This design comes from an exercise in tuning for small area, a short achievable clock period and few clock cycles per item on the open sky130 flow, not from production work.
In this exercise RTL edits were held to simulation tests only and were not proved equivalent to the original.
Power is estimated from default activity; no workload was simulated.

`flow/config.mk`:
```
export PLATFORM = sky130hd
export DESIGN_NAME = mac_array_acc
export DESIGN_NICKNAME = mac_array_acc
export VERILOG_FILES = /design/flow/design.v
export SDC_FILE = /design/flow/constraint.sdc
export NUM_CORES = 4
export LEC_CHECK = 0
export CAP_MARGIN = 20
export CORE_MARGIN = 2
export CORE_UTILIZATION = 40
export SLEW_MARGIN = 20
```
`flow/constraint.sdc`:
```
create_clock -name core_clock -period 5.5 [get_ports {clk}]
set_input_delay 1.1000 -clock core_clock [delete_from_list [all_inputs] [get_ports {clk}]]
set_output_delay 1.1000 -clock core_clock [all_outputs]
set_load 0.01 [all_outputs]
```
`flow/design.v`:
```
module mac_lane #(
  parameter int DATA_WIDTH = 8,
  parameter int ACC_WIDTH  = 32
) (
  input  logic                  clk,
  input  logic                  rst_n,
  input  logic                  i_load,    
  input  logic                  i_beat,    
  input  logic                  i_pvld,    
  input  logic                  i_sat,
  input  logic                  i_cap,     
  input  logic [DATA_WIDTH-1:0] i_a,
  input  logic [DATA_WIDTH-1:0] i_b,
  input  logic [ACC_WIDTH-1:0]  i_bias,
  output logic [ACC_WIDTH-1:0]  o_data,
  output logic                  o_ovf
);
  localparam logic [ACC_WIDTH-1:0] ACC_MAX = {1'b0, {(ACC_WIDTH-1){1'b1}}};
  localparam logic [ACC_WIDTH-1:0] ACC_MIN = {1'b1, {(ACC_WIDTH-1){1'b0}}};
  logic signed [2*DATA_WIDTH-1:0] w_prod;
  logic signed [ACC_WIDTH-1:0]    r_prod;
  logic        [ACC_WIDTH-1:0]    r_acc;
  logic        [ACC_WIDTH:0]      w_sum;
  logic                           w_ovf;
  logic        [ACC_WIDTH-1:0]    w_acc_nxt;
  logic        [ACC_WIDTH-1:0]    r_out;
  logic                           r_ovf;
  assign w_prod = $signed(i_a) * $signed(i_b);
  assign w_sum = {r_acc[ACC_WIDTH-1], r_acc} + {r_prod[ACC_WIDTH-1], r_prod};
  assign w_ovf = w_sum[ACC_WIDTH] ^ w_sum[ACC_WIDTH-1];
  always_comb begin
    w_acc_nxt = r_acc;
    if (i_pvld) begin
      if (w_ovf && i_sat) w_acc_nxt = w_sum[ACC_WIDTH] ? ACC_MIN : ACC_MAX;
      else                w_acc_nxt = w_sum[ACC_WIDTH-1:0];
    end
  end
  always_ff @(posedge clk or negedge rst_n) begin
    if (!rst_n) begin
      r_prod <= '0;
      r_acc  <= '0;
      r_ovf  <= 1'b0;
      r_out  <= '0;
    end else begin
      if (i_beat) r_prod <= ACC_WIDTH'(w_prod);    
      if (i_load) begin
        r_acc <= i_bias;
        r_ovf <= 1'b0;
      end else begin
        r_acc <= w_acc_nxt;
        if (i_pvld && w_ovf) r_ovf <= 1'b1;
      end
      if (i_cap) r_out <= i_load ? i_bias : w_acc_nxt;
    end
  end
  assign o_data = r_out;
  assign o_ovf  = r_ovf;
endmodule
module mac_array_acc #(
  parameter int DATA_WIDTH = 8,
  parameter int ACC_WIDTH  = 32,    
  parameter int LANES      = 4,
  parameter int LEN_W      = 16
) (
  input  logic                        clk,
  input  logic                        rst_n,
  input  logic                        start,
  input  logic [LEN_W-1:0]            vec_len,
  input  logic [LANES*ACC_WIDTH-1:0]  bias,
  input  logic                        sat_en,
  input  logic                        in_valid,
  output logic                        in_ready,
  input  logic [LANES*DATA_WIDTH-1:0] operand_a,
  input  logic [LANES*DATA_WIDTH-1:0] operand_b,
  output logic                        out_valid,
  input  logic                        out_ready,
  output logic [LANES*ACC_WIDTH-1:0]  out_data,
  output logic [LANES-1:0]            overflow,
  output logic                        busy
);
  typedef enum logic [1:0] {S_IDLE, S_ACCUM, S_DRAIN, S_DONE} state_t;
  state_t           r_state;
  logic [LEN_W-1:0] r_len;
  logic [LEN_W-1:0] r_cnt;
  logic             r_sat;
  logic             r_in_ready;
  logic             r_out_valid;
  logic             r_busy;
  logic             r_pvld;
  logic             w_accept;
  logic [LEN_W-1:0] w_cnt_inc;
  logic             w_last;
  logic             w_load;
  logic             w_cap;
  assign w_accept  = in_valid && r_in_ready;
  assign w_cnt_inc = r_cnt + 1'b1;
  assign w_last    = w_accept && (w_cnt_inc == r_len);
  assign w_load    = (r_state == S_IDLE) && start;
  assign w_cap     = (r_state == S_DRAIN) || (w_load && (vec_len == '0));
  always_ff @(posedge clk or negedge rst_n) begin
    if (!rst_n) begin
      r_state     <= S_IDLE;
      r_len       <= '0;
      r_cnt       <= '0;
      r_sat       <= 1'b0;
      r_in_ready  <= 1'b0;
      r_out_valid <= 1'b0;
      r_busy      <= 1'b0;
      r_pvld      <= 1'b0;
    end else begin
      r_pvld <= w_accept;
      case (r_state)
        S_IDLE: begin
          if (start) begin
            r_len  <= vec_len;
            r_sat  <= sat_en;
            r_cnt  <= '0;
            r_busy <= 1'b1;
            if (vec_len == '0) begin
              r_state     <= S_DONE;
              r_out_valid <= 1'b1;
            end else begin
              r_state    <= S_ACCUM;
              r_in_ready <= 1'b1;
            end
          end
        end
        S_ACCUM: begin
          if (w_accept) begin
            r_cnt <= w_cnt_inc;
            if (w_last) begin
              r_state    <= S_DRAIN;
              r_in_ready <= 1'b0;
            end
          end
        end
        S_DRAIN: begin
          r_state     <= S_DONE;
          r_out_valid <= 1'b1;
        end
        S_DONE: begin
          if (out_ready) begin
            r_state     <= S_IDLE;
            r_out_valid <= 1'b0;
            r_busy      <= 1'b0;
          end
        end
        default: r_state <= S_IDLE;
      endcase
    end
  end
  for (genvar g = 0; g < LANES; g++) begin : g_lane
    mac_lane #(.DATA_WIDTH(DATA_WIDTH), .ACC_WIDTH(ACC_WIDTH)) u_lane (
      .clk    (clk),
      .rst_n  (rst_n),
      .i_load (w_load),
      .i_beat (w_accept),
      .i_pvld (r_pvld),
      .i_sat  (r_sat),
      .i_cap  (w_cap),
      .i_a    (operand_a[g*DATA_WIDTH +: DATA_WIDTH]),
      .i_b    (operand_b[g*DATA_WIDTH +: DATA_WIDTH]),
      .i_bias (bias[g*ACC_WIDTH +: ACC_WIDTH]),
      .o_data (out_data[g*ACC_WIDTH +: ACC_WIDTH]),
      .o_ovf  (overflow[g])
    );
  end
  assign in_ready  = r_in_ready;
  assign out_valid = r_out_valid;
  assign busy      = r_busy;
endmodule
```
`flow/run.sh`:
```
#!/bin/bash
# synth_recipe.tcl (not shown) runs the flow's synth.tcl, then flattens the netlist and writes it again
# the make line also repeats each setting of config.mk as NAME=value (left out here)
make -C /OpenROAD-flow-scripts/flow DESIGN_CONFIG=/design/flow/config.mk WORK_HOME=/design/flow/orfs CLKGATE_MAP_FILE= SYNTH_SCRIPT=/design/flow/synth_recipe.tcl finish
```
==> metrics.csv <==
stage;metric;value;unit
status;run status;timing/DRC/antenna clean;
critical_path;CP arrival;5660;ps
detailed_routing;final wirelength;94.1;mm
layout;share of layout cells above drive strength 1;0.0946;
global_routing;initial antenna violation count;5;
die;Initial Utilization;0.404;
critical_path;Worst R2R Setup Slack;980;ps
synth;synthesized cell area;32500;µm²
synth;Post-synth top cells;nand2_1, inv_1, dfrtp_1;
synth;YS warnings;2;
sta;Clock Skew;30.4;ps
cts;CTS resizes;0;
critical_path;largest fanout on the critical path;4;
sta;min cycle time layout;5210;ps
global_routing;remaining global-route overflow;0;
die;row cnt;104;
critical_path;r2r startpoint;g_lane[2].u_lane.r_prod[15];
power;Pleak;18.3;nW
layout;fillers;7632;
sta;RSZ-0062 raised after global routing;no;
cts;H-tree Lvls;2;
critical_path;Worst setup EP type;flop;
detailed_routing;Starting DRT DRC Count;1601;
cts;Clock Tree Root;clkbuf_16;
cts;worst-skew pair later-pin latency;590;ps
cts;# Post-CTS Setup Buffers;0;
die;DIE AREA;83600;µm²
layout;cell area after layout;39900;µm²
synth;cell count after synthesis;3686;
cts;Post-CTS Hold Fix Bufs;0;
critical_path;slowest cell delay on critical path;530;ps
synth;top cells by area, synth;dfrtp_1, fa_1, ha_1;
die;Core Area;80500;µm²
place;DP HPWL;72.4;mm
critical_path;Crit Path Class;in -> reg;
synth;most frequent cell after synthesis;nand2_1;
sta;Final setup viols;0;
die;die width;289;µm
detailed_routing;Vias/cell;5.28;
detailed_routing;Vias;27608;
synth;Post-synth EDFFs;0;
global_routing;vias in the first global route;27074;
place;total placed cells including tap cells;5142;
cts;CTS Buf Count;45;
cts;clock sink total;363;
synth;flops & latches, synth;363;
detailed_routing;Initial DRT Pass Iterations;5;
place;IO buf count;348;
detailed_routing;DRC viols;0;
critical_path;R2R depth;11;
die;IO Pins;349;
sta;max_slew headroom;0.382;
layout;fin nets;4816;
sta;final hold viol count;0;
synth;total nets after synthesis;4373;
critical_path;Buffers & Inverters on Critical Path;5;
layout;Seq. cell area;9090;µm²
synth;Synth area leader;dfrtp_1;
min_path;hold depth;2;
synth;top-area cell type share of the netlist area;0.279;
sta;hold_ws;486;ps
critical_path;crit-path leading delay family;adder cells;
sta;max-slew violation count;0;
sta;setup total negative slack;0;ps
flow_run;Max Cap Viol;0;
critical_path;RR Endpoint;g_lane[2].u_lane.r_out[5];
min_path;WHS Endpoint;g_lane[2].u_lane.r_prod[6];
synth;Top FF cell, synth;dfrtp_1;
layout;P&R area growth vs syn;22.7;%
critical_path;CP startpoint kind;primary input;
cts;CTS tree;yes;
global_routing;first-pass GRT wire length;149;mm
synth;Synth async-reset ratio;1.00;
critical_path;slowest CP cell;fa_1;
sta;worst slew pin tran;927;ps
power;VDD IR-drop max;0.389;mV
synth;sequential fraction of the synthesis area;0.279;
sta;Final period util;0.948;
critical_path;WP data required;5950;ps
cts;Clock Tree Buf Depth;3;
detailed_routing;antenna viol nets, final;0;
global_routing;GRT Resource Usage Total;0.223;
layout;Finished Layout Cells;5228;
sta;fmax;0.192;GHz
place;gpl congestion;0.882;
detailed_routing;routed len/inst;18.0;µm
layout;area occupied by multi-input gates;21500;µm²
global_routing;largest net degree at the start of global routing;189;
synth;number of distinct library cells after synthesis;82;
power;total power;26.9;mW
min_path;min-delay src;g_lane[2].u_lane.r_prod[6];
place;Post-DP Area;38400;µm²
power;PwrDens;674;nW/µm²
min_path;Worst Hold Class;reg -> reg;
synth;Mean Syn Cell Area;8.83;µm²
critical_path;crit path cell chain;clkdlybuf4s50_1, and2_1, fa_1, inv_1, fa_1, inv_1, fa_1, inv_1, fa_1, inv_1, ha_1, o21ai_0, a21boi_0, o21ai_0, nand2b_1, a21o_1, a21o_1, a21oi_1, nor4b_1, a211o_1;
die;Die Height;289;µm
cts;clock-pin transition on the worst setup and hold timing paths;60;ps
==> cell families (layout without fill, tap and decap cells) <==
family / Yosys count / after routing / synth area share
and+or+nand+nor: 1026 / 1026 / 0.150
AOI/OAI and AO/OA: 1011 / 1011 / 0.191
buffers and inverters: 522 / 1000 / 0.0612
adders and majority gates: 473 / 473 / 0.234
DFF: 363 / 363 / 0.279
xor gates and xnor gates: 200 / 200 / 0.0541
muxes: 91 / 91 / 0.0310
other: 0 / 4 / 0
==> metal layers <==
| metal | track usage | up-vias | routed length [µm] |
|---|---|---|---|
| met2 | 0.347 | 685 | 41700 |
| met4 | 0.0549 | 2 | 2070 |
| li1 | - | 13520 | - |
| met1 | 0.325 | 13292 | 44800 |
| met5 | 0 | - | 8 |
| met3 | 0.0358 | 109 | 5580 |
==> metrics by stage <==
| step | utilization | worst slack (ps) |
|---|---|---|
| 2_1_floorplan | - | 399 |
| 3_3_place_gp | 0.477 | -221 |
| 3_5_place_dp | 0.477 | -302 |
| 4_1_cts | 0.496 | 303 |
| 5_1_grt | 0.496 | 6.37 |
| 6_report | 0.496 | 288 |
==> worst max-delay path by stage <==
stage / start / depth (start not counted) / endpoint
floorplan: operand_b[18] / 19 / g_lane[2].u_lane.r_prod[14]
global placement: operand_b[18] / 20 / g_lane[2].u_lane.r_prod[14]
detailed placement: operand_b[17] / 20 / g_lane[2].u_lane.r_prod[14]
CTS: operand_b[17] / 20 / g_lane[2].u_lane.r_prod[14]
global route: operand_b[18] / 20 / g_lane[2].u_lane.r_prod[14]
finish: operand_b[17] / 20 / g_lane[2].u_lane.r_prod[14]
==> final cells by class <==
type / instances / area share
clock inverter: 24 / 0.00542
clock buffer: 58 / 0.0322
inverter: 369 / 0.0347
timing repair buffer: 549 / 0.127
antenna: 4 / 0.000251
tap: 1060 / 0.0332
sequential: 363 / 0.228
multi-input combinational: 2801 / 0.539
==> layout by cell type (no fill, tap or decap), types with 8 or more instances in the layout <==
| cell type | count |
|---|---|
| fa_1 | 224 |
| o21bai_1 | 30 |
| inv_1 | 368 |
| mux2i_1 | 14 |
| a221oi_1 | 12 |
| mux2_2 | 77 |
| buf_4 | 194 |
| clkbuf_16 | 47 |
| xor2_1 | 63 |
| o21ai_1 | 53 |
| and4_1 | 9 |
| nand2_1 | 405 |
| and2_1 | 184 |
| nor2_1 | 178 |
| a211o_1 | 12 |
| a31oi_1 | 49 |
| nor2b_1 | 32 |
| nor4_1 | 11 |
| clkinv_2 | 14 |
| o221ai_1 | 30 |
| o21ai_0 | 273 |
| nand4_1 | 18 |
| a21o_1 | 98 |
| a22o_1 | 8 |
| and3_1 | 26 |
| clkdlybuf4s50_1 | 347 |
| a21oi_1 | 275 |
| o21a_1 | 22 |
| xnor2_1 | 136 |
| or3_1 | 12 |
| ha_1 | 249 |
| o211ai_1 | 13 |
| nor3_1 | 56 |
| dfrtp_1 | 361 |
| o31ai_1 | 21 |
| a21boi_0 | 13 |
| nand2b_1 | 24 |
| a211oi_1 | 32 |
| nand3_1 | 39 |
==> sequential cells by signal, indices dropped and copies added (netlist names) <==
name	flops
g_lane.u_lane.r_prod	64
r_len	16
g_lane.u_lane.r_ovf	4
r_state	2
r_in_ready	1
r_pvld	1
r_out_valid	1
r_sat	1
r_cnt	16
g_lane.u_lane.r_out	128
g_lane.u_lane.r_acc	128
r_busy	1
==> worst reg2reg max path, stage by stage (launching register included) <==
cell	delay, ps
dfrtp_1	850
ha_1	470
and4_1	250
and3_1	230
and4_1	190
a32o_1	240
or2_1	300
o311ai_4	830
buf_4	360
a21oi_1	70
o21ai_0	420
mux2_2	250
==> where the power goes <==
part,internal (mW),switching (mW)
clock network,1.79,1.25
registers,4.05,1.06
logic,8.38,10.4
Testbench counts, summed over its fixed seeds: cycles 6,152, jobs 320.

[static timing again, ports no longer ideal]
No port has a modelled driver above. Below, the same layout with a new extraction and two added sets of constraints. Step 1 (the two cells are an assumption about what drives the block):
set clk [get_ports {clk}]
set_driving_cell -lib_cell sky130_fd_sc_hd__clkbuf_16 $clk
set_driving_cell -lib_cell sky130_fd_sc_hd__buf_2 [delete_from_list [all_inputs] $clk]
Step 2, shift: input delay + t, output delay - t, t = (earliest + latest rising clock arrival at the registers) / 2. This alone moves slack from input paths to output paths. Three values: no drivers, after step 1, after step 2; two values: the first two.
t (ns): 0.635
setup WS [ns]: 0.288 / 0.323 / -0.313
latest minus earliest clock arrival (ns): 0.031 / 0.031
With both steps, setup timing fails in this run, where it was met with ideal ports. The setup slack of this run moves by +0.035 ns with the drivers and by -0.601 ns with both steps.
